This is an optimization exercise on Yosys and OpenROAD, whose aim is small area and a short achievable clock period, not a production implementation. The RTL was checked by simulation tests, not by an equivalence proof against the original design.

==> job 2051 <==
==> flow/design.v <==
package sync_fifo_pkg;
   typedef struct packed {
      logic full;
      logic empty;
      logic almost_full;
      logic almost_empty;
   } fifo_flags_t;
   localparam fifo_flags_t FLAGS_RST = 4'b0101;
   function automatic int clog2(input int value);
      int r;
      int v;
      r = 0;
      v = value - 1;
      while (v > 0) begin
         r = r + 1;
         v = v >> 1;
      end
      clog2 = r;
   endfunction
   function automatic bit is_pow2(input int value);
      is_pow2 = (value > 0) && ((value & (value - 1)) == 0);
   endfunction
   function automatic fifo_flags_t flags_from_count(input int count, input int depth,
                                                    input int af_level, input int ae_level);
      fifo_flags_t f;
      f.full         = (count == depth);
      f.empty        = (count == 0);
      f.almost_full  = (count >= af_level);
      f.almost_empty = (count <= ae_level);
      flags_from_count = f;
   endfunction
endpackage
module fifo_ram #(
   parameter int DATA_W = 8,
   parameter int NLO    = 16,
   parameter int NMID   = 4,
   parameter int NQ     = 4,
   parameter int AW     = 8
) (
   input  logic                       sys_clk,
   input  logic                       we,
   input  logic [AW-1:0]              waddr,
   input  logic [DATA_W-1:0]          wdata,
   input  logic [NLO-1:0]             rlo,
   input  logic [NMID-1:0]            rmid,
   output logic [NQ-1:0][DATA_W-1:0]  cand
);
   localparam int NHI = NMID * NQ;
   localparam int LW  = sync_fifo_pkg::clog2(NLO);
   logic [NHI-1:0][NLO-1:0][DATA_W-1:0] mem;
   logic [NHI-1:0] whi;
   logic [NLO-1:0] wlo;
   always_comb begin
      whi = '0;
      wlo = '0;
      whi[waddr[AW-1:LW]] = 1'b1;
      wlo[waddr[LW-1:0]]  = 1'b1;
   end
   logic [NHI-1:0][DATA_W-1:0] grp;
   for (genvar h = 0; h < NHI; h++) begin : g_hi
      logic wg;
      assign wg = we & whi[h];
      for (genvar l = 0; l < NLO; l++) begin : g_lo
         always_ff @(posedge sys_clk) begin
            if (wg && wlo[l]) mem[h][l] <= wdata;
         end
      end
      always_comb begin
         grp[h] = '0;
         for (int l = 0; l < NLO; l++) grp[h] = grp[h] | (mem[h][l] & {DATA_W{rlo[l]}});
      end
   end
   logic [NQ-1:0][DATA_W-1:0] cand_d;
   always_comb begin
      for (int q = 0; q < NQ; q++) begin
         cand_d[q] = '0;
         for (int m = 0; m < NMID; m++)
            cand_d[q] = cand_d[q] | (grp[q*NMID + m] & {DATA_W{rmid[m]}});
      end
   end
   always_ff @(posedge sys_clk) begin
      cand <= cand_d;
   end
endmodule
module sync_fifo_pro #(
   parameter int DATA_W   = 8,
   parameter int DEPTH    = 256,
   parameter int FWFT     = 0,
   parameter int AF_LEVEL = DEPTH - 4,
   parameter int AE_LEVEL = 4
) (
   input  logic                    sys_clk,
   input  logic                    sys_rst_n,
   input  logic                    clr,
   input  logic                    wr_en,
   input  logic [DATA_W-1:0]       wr_data,
   input  logic                    rd_en,
   output logic [DATA_W-1:0]       rd_data,
   output logic                    full,
   output logic                    empty,
   output logic                    almost_full,
   output logic                    almost_empty,
   output logic [sync_fifo_pkg::clog2(DEPTH):0]   data_count,
   output logic                    overflow,
   output logic                    underflow
);
   localparam int AW   = sync_fifo_pkg::clog2(DEPTH);
   localparam int NLO  = 16;
   localparam int NMID = 4;
   localparam int NQ   = 4;
   if (DEPTH != 256) begin : g_bad_depth
      $error("sync_fifo_pro: this implementation is built for DEPTH 256");
   end
   if (FWFT != 0) begin : g_bad_fwft
      $error("sync_fifo_pro: only the standard (registered read data) mode is built");
   end
   logic [AW:0]       count_q;
   logic              full_q, empty_q, af_q, ae_q;
   logic              overflow_q, underflow_q;
   logic [DATA_W-1:0] rd_q;
   logic rd_acc, wr_acc, inc, dec;
   assign rd_acc = rd_en & ~empty_q;
   assign wr_acc = wr_en & (~full_q | rd_en);
   assign inc    = wr_en & ~full_q & ~rd_acc;
   assign dec    = rd_acc & ~wr_en;
   logic [AW:0] cnt_p1, cnt_m1;
   logic        full_p1, af_p1, ae_p1;
   logic        empty_m1, af_m1, ae_m1;
   assign cnt_p1   = count_q + 1'b1;
   assign cnt_m1   = count_q - 1'b1;
   assign full_p1  = (count_q == (AW+1)'(DEPTH - 1));
   assign af_p1    = (count_q >= (AW+1)'(AF_LEVEL - 1));
   assign ae_p1    = (count_q <  (AW+1)'(AE_LEVEL));
   assign empty_m1 = (count_q == (AW+1)'(1));
   assign af_m1    = (count_q >  (AW+1)'(AF_LEVEL));
   assign ae_m1    = (count_q <= (AW+1)'(AE_LEVEL + 1));
   always_ff @(posedge sys_clk or negedge sys_rst_n) begin
      if (!sys_rst_n) begin
         count_q     <= '0;
         full_q      <= 1'b0;
         empty_q     <= 1'b1;
         af_q        <= 1'b0;
         ae_q        <= 1'b1;
         overflow_q  <= 1'b0;
         underflow_q <= 1'b0;
      end else if (clr) begin
         count_q     <= '0;
         full_q      <= 1'b0;
         empty_q     <= 1'b1;
         af_q        <= 1'b0;
         ae_q        <= 1'b1;
         overflow_q  <= 1'b0;
         underflow_q <= 1'b0;
      end else begin
         if (inc) begin
            count_q <= cnt_p1;
            full_q  <= full_p1;
            empty_q <= 1'b0;
            af_q    <= af_p1;
            ae_q    <= ae_p1;
         end else if (dec) begin
            count_q <= cnt_m1;
            full_q  <= 1'b0;
            empty_q <= empty_m1;
            af_q    <= af_m1;
            ae_q    <= ae_m1;
         end
         overflow_q  <= wr_en & full_q & ~rd_en;
         underflow_q <= rd_en & empty_q;
      end
   end
   logic              v0, v1;           
   logic [DATA_W-1:0] q0, q1;           
   logic              fv;               
   logic [1:0]        fq;               
   logic [AW-1:0]     waddr;            
   logic [NLO-1:0]    rlo;              
   logic [NMID-1:0]   rmid;             
   logic [1:0]        rq;               
   logic [NQ-1:0][DATA_W-1:0] cand;
   logic [1:0] held;
   logic       ram_ne;
   assign held   = {1'b0, v0} + {1'b0, v1} + {1'b0, fv};
   assign ram_ne = (count_q[AW:2] != '0) || (count_q[1:0] > held);
   logic [1:0] after;
   logic       ok, issue, direct, to_ram;
   assign after  = held - {1'b0, rd_acc};
   assign ok     = (after <= 2'd1);
   assign issue  = ram_ne & ok;
   assign direct = wr_acc & ~ram_ne & ok;
   assign to_ram = wr_acc & ~direct;
   logic [DATA_W-1:0] fword, first;
   logic              p0;               
   logic [1:0]        n_after;
   assign fword   = cand[fq];
   assign first   = fv ? fword : wr_data;
   assign p0      = rd_acc ? ~v1 : ~v0;
   assign n_after = after + {1'b0, direct};
   always_ff @(posedge sys_clk or negedge sys_rst_n) begin
      if (!sys_rst_n) begin
         v0 <= 1'b0;
         v1 <= 1'b0;
         fv <= 1'b0;
      end else if (clr) begin
         v0 <= 1'b0;
         v1 <= 1'b0;
         fv <= 1'b0;
      end else begin
         v0 <= (n_after != 2'd0);
         v1 <= n_after[1];
         fv <= issue;
      end
   end
   always_ff @(posedge sys_clk) begin
      if (p0)          q0 <= first;
      else if (rd_acc) q0 <= q1;
      if (rd_acc || !v1) q1 <= p0 ? wr_data : first;
   end
   always_ff @(posedge sys_clk or negedge sys_rst_n) begin
      if (!sys_rst_n) begin
         waddr <= '0;
         rlo   <= NLO'(1);
         rmid  <= NMID'(1);
         rq    <= '0;
      end else if (clr) begin
         waddr <= '0;
         rlo   <= NLO'(1);
         rmid  <= NMID'(1);
         rq    <= '0;
      end else begin
         if (to_ram) waddr <= waddr + 1'b1;
         if (issue) begin
            rlo <= {rlo[NLO-2:0], rlo[NLO-1]};
            if (rlo[NLO-1]) begin
               rmid <= {rmid[NMID-2:0], rmid[NMID-1]};
               if (rmid[NMID-1]) rq <= rq + 1'b1;
            end
         end
      end
   end
   always_ff @(posedge sys_clk) begin
      fq <= rq;
   end
   fifo_ram #(
      .DATA_W (DATA_W),
      .NLO    (NLO),
      .NMID   (NMID),
      .NQ     (NQ),
      .AW     (AW)
   ) u_ram (
      .sys_clk (sys_clk),
      .we      (to_ram),
      .waddr   (waddr),
      .wdata   (wr_data),
      .rlo     (rlo),
      .rmid    (rmid),
      .cand    (cand)
   );
   always_ff @(posedge sys_clk or negedge sys_rst_n) begin
      if (!sys_rst_n)  rd_q <= '0;
      else if (clr)    rd_q <= '0;
      else if (rd_acc) rd_q <= q0;
   end
   assign rd_data      = rd_q;
   assign full         = full_q;
   assign empty        = empty_q;
   assign almost_full  = af_q;
   assign almost_empty = ae_q;
   assign data_count   = count_q;
   assign overflow     = overflow_q;
   assign underflow    = underflow_q;
endmodule
==> flow/run.sh <==
#!/bin/bash
# synth_recipe.tcl (not shown) runs the flow's synth.tcl, then flattens the netlist and writes it again
# the make line also repeats each setting of config.mk as NAME=value (left out here)
make -C /OpenROAD-flow-scripts/flow DESIGN_CONFIG=/design/flow/config.mk WORK_HOME=/design/flow/orfs CLKGATE_MAP_FILE= SYNTH_SCRIPT=/design/flow/synth_recipe.tcl finish
==> flow/config.mk <==
export PLATFORM = sky130hd
export DESIGN_NAME = sync_fifo_pro
export DESIGN_NICKNAME = sync_fifo_pro
export VERILOG_FILES = /design/flow/design.v
export SDC_FILE = /design/flow/constraint.sdc
export NUM_CORES = 4
export LEC_CHECK = 0
export CAP_MARGIN = 20
export CORE_MARGIN = 2
export CORE_UTILIZATION = 45
export SETUP_SLACK_MARGIN = 1.3
export SLEW_MARGIN = 20
==> flow/constraint.sdc <==
create_clock -name core_clock -period 3.8 [get_ports {sys_clk}]
set_input_delay 0.7600 -clock core_clock [delete_from_list [all_inputs] [get_ports {sys_clk}]]
set_output_delay 0.7600 -clock core_clock [all_outputs]
set_load 0.01 [all_outputs]
==> job 8299: changes against job 2051 <==
==> flow/design.v, changed modules only <==
module fifo_ram #(
   parameter int DATA_W = 8,
   parameter int NLO    = 16,
   parameter int NMID   = 2,
   parameter int NQ     = 8
) (
   input  logic                       sys_clk,
   input  logic [NMID*NQ-1:0]         whi,
   input  logic [NLO-1:0]             wlo,
   input  logic [DATA_W-1:0]          wdata,
   input  logic [NLO-1:0]             rlo,
   input  logic [NMID-1:0]            rmid,
   output logic [NQ-1:0][DATA_W-1:0]  cand
);
   localparam int NHI = NMID * NQ;
   logic [NHI-1:0][NLO-1:0][DATA_W-1:0] mem;
   logic [NHI-1:0][DATA_W-1:0] grp;
   for (genvar h = 0; h < NHI; h++) begin : g_hi
      for (genvar l = 0; l < NLO; l++) begin : g_lo
         always_ff @(posedge sys_clk) begin
            if (whi[h] && wlo[l]) mem[h][l] <= wdata;
         end
      end
      always_comb begin
         grp[h] = '0;
         for (int l = 0; l < NLO; l++) grp[h] = grp[h] | (mem[h][l] & {DATA_W{rlo[l]}});
      end
   end
   logic [NQ-1:0][DATA_W-1:0] cand_d;
   always_comb begin
      for (int q = 0; q < NQ; q++) begin
         cand_d[q] = '0;
         for (int m = 0; m < NMID; m++)
            cand_d[q] = cand_d[q] | (grp[q*NMID + m] & {DATA_W{rmid[m]}});
      end
   end
   always_ff @(posedge sys_clk) begin
      cand <= cand_d;
   end
endmodule
module sync_fifo_pro #(
   parameter int DATA_W   = 8,
   parameter int DEPTH    = 256,
   parameter int FWFT     = 0,
   parameter int AF_LEVEL = DEPTH - 4,
   parameter int AE_LEVEL = 4
) (
   input  logic                    sys_clk,
   input  logic                    sys_rst_n,
   input  logic                    clr,
   input  logic                    wr_en,
   input  logic [DATA_W-1:0]       wr_data,
   input  logic                    rd_en,
   output logic [DATA_W-1:0]       rd_data,
   output logic                    full,
   output logic                    empty,
   output logic                    almost_full,
   output logic                    almost_empty,
   output logic [sync_fifo_pkg::clog2(DEPTH):0]   data_count,
   output logic                    overflow,
   output logic                    underflow
);
   localparam int AW   = sync_fifo_pkg::clog2(DEPTH);
   localparam int NLO  = 16;
   localparam int NMID = 2;
   localparam int NQ   = 8;
   localparam int NHI  = NMID * NQ;
   if (DEPTH != 256) begin : g_bad_depth
      $error("sync_fifo_pro: this implementation is built for DEPTH 256");
   end
   if (FWFT != 0) begin : g_bad_fwft
      $error("sync_fifo_pro: only the standard (registered read data) mode is built");
   end
   logic [AW:0]       count_q;
   logic              full_q, nempty_q, af_q, nae_q;    
   logic              empty_q;
   assign empty_q = ~nempty_q;
   logic              overflow_q, underflow_q;
   logic [DATA_W-1:0] rd_q;
   logic rd_acc, wr_acc, inc, dec;
   assign rd_acc = rd_en & ~empty_q;
   assign wr_acc = wr_en & (~full_q | rd_en);
   assign inc    = wr_en & ~full_q & ~rd_acc;
   assign dec    = rd_acc & ~wr_en;
   logic [AW:0] cnt_p1, cnt_m1;
   logic        full_p1, af_p1, ae_p1;
   logic        empty_m1, af_m1, ae_m1;
   assign cnt_p1   = count_q + 1'b1;
   assign cnt_m1   = count_q - 1'b1;
   assign full_p1  = (count_q == (AW+1)'(DEPTH - 1));
   assign af_p1    = (count_q >= (AW+1)'(AF_LEVEL - 1));
   assign ae_p1    = (count_q <  (AW+1)'(AE_LEVEL));
   assign empty_m1 = (count_q == (AW+1)'(1));
   assign af_m1    = (count_q >  (AW+1)'(AF_LEVEL));
   assign ae_m1    = (count_q <= (AW+1)'(AE_LEVEL + 1));
   always_ff @(posedge sys_clk or negedge sys_rst_n) begin
      if (!sys_rst_n) begin
         count_q     <= '0;
         full_q      <= 1'b0;
         nempty_q    <= 1'b0;
         af_q        <= 1'b0;
         nae_q       <= 1'b0;
         overflow_q  <= 1'b0;
         underflow_q <= 1'b0;
      end else if (clr) begin
         count_q     <= '0;
         full_q      <= 1'b0;
         nempty_q    <= 1'b0;
         af_q        <= 1'b0;
         nae_q       <= 1'b0;
         overflow_q  <= 1'b0;
         underflow_q <= 1'b0;
      end else begin
         if (inc) begin
            count_q <= cnt_p1;
            full_q  <= full_p1;
            nempty_q <= 1'b1;
            af_q    <= af_p1;
            nae_q   <= ~ae_p1;
         end else if (dec) begin
            count_q <= cnt_m1;
            full_q  <= 1'b0;
            nempty_q <= ~empty_m1;
            af_q    <= af_m1;
            nae_q   <= ~ae_m1;
         end
         overflow_q  <= wr_en & full_q & ~rd_en;
         underflow_q <= rd_en & empty_q;
      end
   end
   logic              v0, v1;           
   logic [DATA_W-1:0] q0, q1;           
   logic              fv;               
   logic [2:0]        fq;               
   logic [NLO-1:0]    wlo;              
   logic [NHI-1:0]    whi;              
   logic [NLO-1:0]    rlo;              
   logic [NMID-1:0]   rmid;             
   logic [2:0]        rq;               
   logic [NQ-1:0][DATA_W-1:0] cand;
   logic n0, n1, n2;
   assign n2 = v1 | (v0 & fv);
   assign n0 = ~v0 & ~fv;
   assign n1 = ~n0 & ~n2;
   logic ram_ne;
   assign ram_ne = (count_q[AW:2] != '0) ||
                   (n0 & (count_q[1:0] != 2'b00)) ||
                   (n1 & count_q[1]) ||
                   (n2 & count_q[1] & count_q[0]);
   logic ok, issue, direct, to_ram;
   assign ok     = ~n2 | rd_acc;
   assign issue  = ram_ne & ok;
   assign direct = wr_acc & ~ram_ne & ok;
   assign to_ram = wr_acc & ram_ne | wr_acc & ~ok;
   logic a0, a2;
   assign a2 = n2 & ~rd_acc;
   assign a0 = n0 | (n1 & rd_acc);
   logic p0;
   assign p0 = rd_acc ? ~v1 : ~v0;
   logic [DATA_W-1:0] fword, first;
   assign fword = cand[fq];
   assign first = fv ? fword : wr_data;
   always_ff @(posedge sys_clk or negedge sys_rst_n) begin
      if (!sys_rst_n) begin
         v0 <= 1'b0;
         v1 <= 1'b0;
         fv <= 1'b0;
      end else if (clr) begin
         v0 <= 1'b0;
         v1 <= 1'b0;
         fv <= 1'b0;
      end else begin
         v0 <= ~a0 | direct;
         v1 <= a2 | (~a0 & direct);
         fv <= issue;
      end
   end
   always_ff @(posedge sys_clk) begin
      if (p0)          q0 <= first;
      else if (rd_acc) q0 <= q1;
      if (rd_acc || !v1) q1 <= p0 ? wr_data : first;
   end
   always_ff @(posedge sys_clk or negedge sys_rst_n) begin
      if (!sys_rst_n) begin
         wlo  <= NLO'(1);
         whi  <= NHI'(1);
         rlo  <= NLO'(1);
         rmid <= NMID'(1);
         rq   <= '0;
      end else if (clr) begin
         wlo  <= NLO'(1);
         whi  <= NHI'(1);
         rlo  <= NLO'(1);
         rmid <= NMID'(1);
         rq   <= '0;
      end else begin
         if (to_ram) begin
            wlo <= {wlo[NLO-2:0], wlo[NLO-1]};
            if (wlo[NLO-1]) whi <= {whi[NHI-2:0], whi[NHI-1]};
         end
         if (issue) begin
            rlo <= {rlo[NLO-2:0], rlo[NLO-1]};
            if (rlo[NLO-1]) begin
               rmid <= {rmid[NMID-2:0], rmid[NMID-1]};
               if (rmid[NMID-1]) rq <= rq + 1'b1;
            end
         end
      end
   end
   always_ff @(posedge sys_clk) begin
      fq <= rq;
   end
   fifo_ram #(
      .DATA_W (DATA_W),
      .NLO    (NLO),
      .NMID   (NMID),
      .NQ     (NQ)
   ) u_ram (
      .sys_clk (sys_clk),
      .whi     (whi),
      .wlo     (wlo),
      .wdata   (wr_data),
      .rlo     (rlo),
      .rmid    (rmid),
      .cand    (cand)
   );
   always_ff @(posedge sys_clk or negedge sys_rst_n) begin
      if (!sys_rst_n)  rd_q <= '0;
      else if (clr)    rd_q <= '0;
      else if (rd_acc) rd_q <= q0;
   end
   assign rd_data      = rd_q;
   assign full         = full_q;
   assign empty        = empty_q;
   assign almost_full  = af_q;
   assign almost_empty = ~nae_q;
   assign data_count   = count_q;
   assign overflow     = overflow_q;
   assign underflow    = underflow_q;
endmodule
Settings changed: CORE_UTILIZATION 45 to 60, CTS_BUF_LIST set to sky130_fd_sc_hd__clkbuf_16, CTS_CLUSTER_DIAMETER set to 100, CTS_CLUSTER_SIZE set to 25, SETUP_SLACK_MARGIN 1.3 to 1.8.
==> run notes <==
- Job 2051 produced a clean layout. Job 8299 finished with timing, DRC and antenna clean.
- Between job 8299 and job 2051, the lower die area is in job 8299 (gap about 23%, measured against job 2051).
- Between job 8299 and job 2051, the lower design area is in job 8299 (gap 1.9%, measured against job 2051).
- Between job 8299 and job 2051, the lower critical path depth is in job 8299 (gap 8).
- Of job 8299 and job 2051, job 8299 has the higher wire length (gap about 7%, measured against job 2051).
- Between job 8299 and job 2051, the lower first-iteration DRC count is in job 8299 (gap 1.6%, measured against job 2051).

[re-timing with driven ports]
Ports are ideal in the flow. The routed layouts listed here were re-timed in OpenROAD.
Step 1 (the two cells are an assumption about what drives the block):
set clk [get_ports {sys_clk}]
set_driving_cell -lib_cell sky130_fd_sc_hd__clkbuf_16 $clk
set_driving_cell -lib_cell sky130_fd_sc_hd__buf_2 [delete_from_list [all_inputs] $clk]
Step 2 times the ports against the registers' clock, not the clock port: input delays grow and output delays shrink by t, the midpoint of the rising clock arrivals with the driver on.
Slacks: ideal / step 1 / step 2; pairs: ideal / step 1.
| run | t (ns) | setup slack, ns | worst setup path at the end |
|---|---|---|---|
| job 2051 | 0.930 | 0.761 / 0.761 / 0.349 | input to register |
| job 8299 | 0.823 | 1.496 / 1.420 / 1.172 | input to register |
After both steps every run listed still meets setup and hold. For job 2051, which loses most, drivers alone change the setup slack by 0.000 ns; drivers and shift together by -0.412 ns.
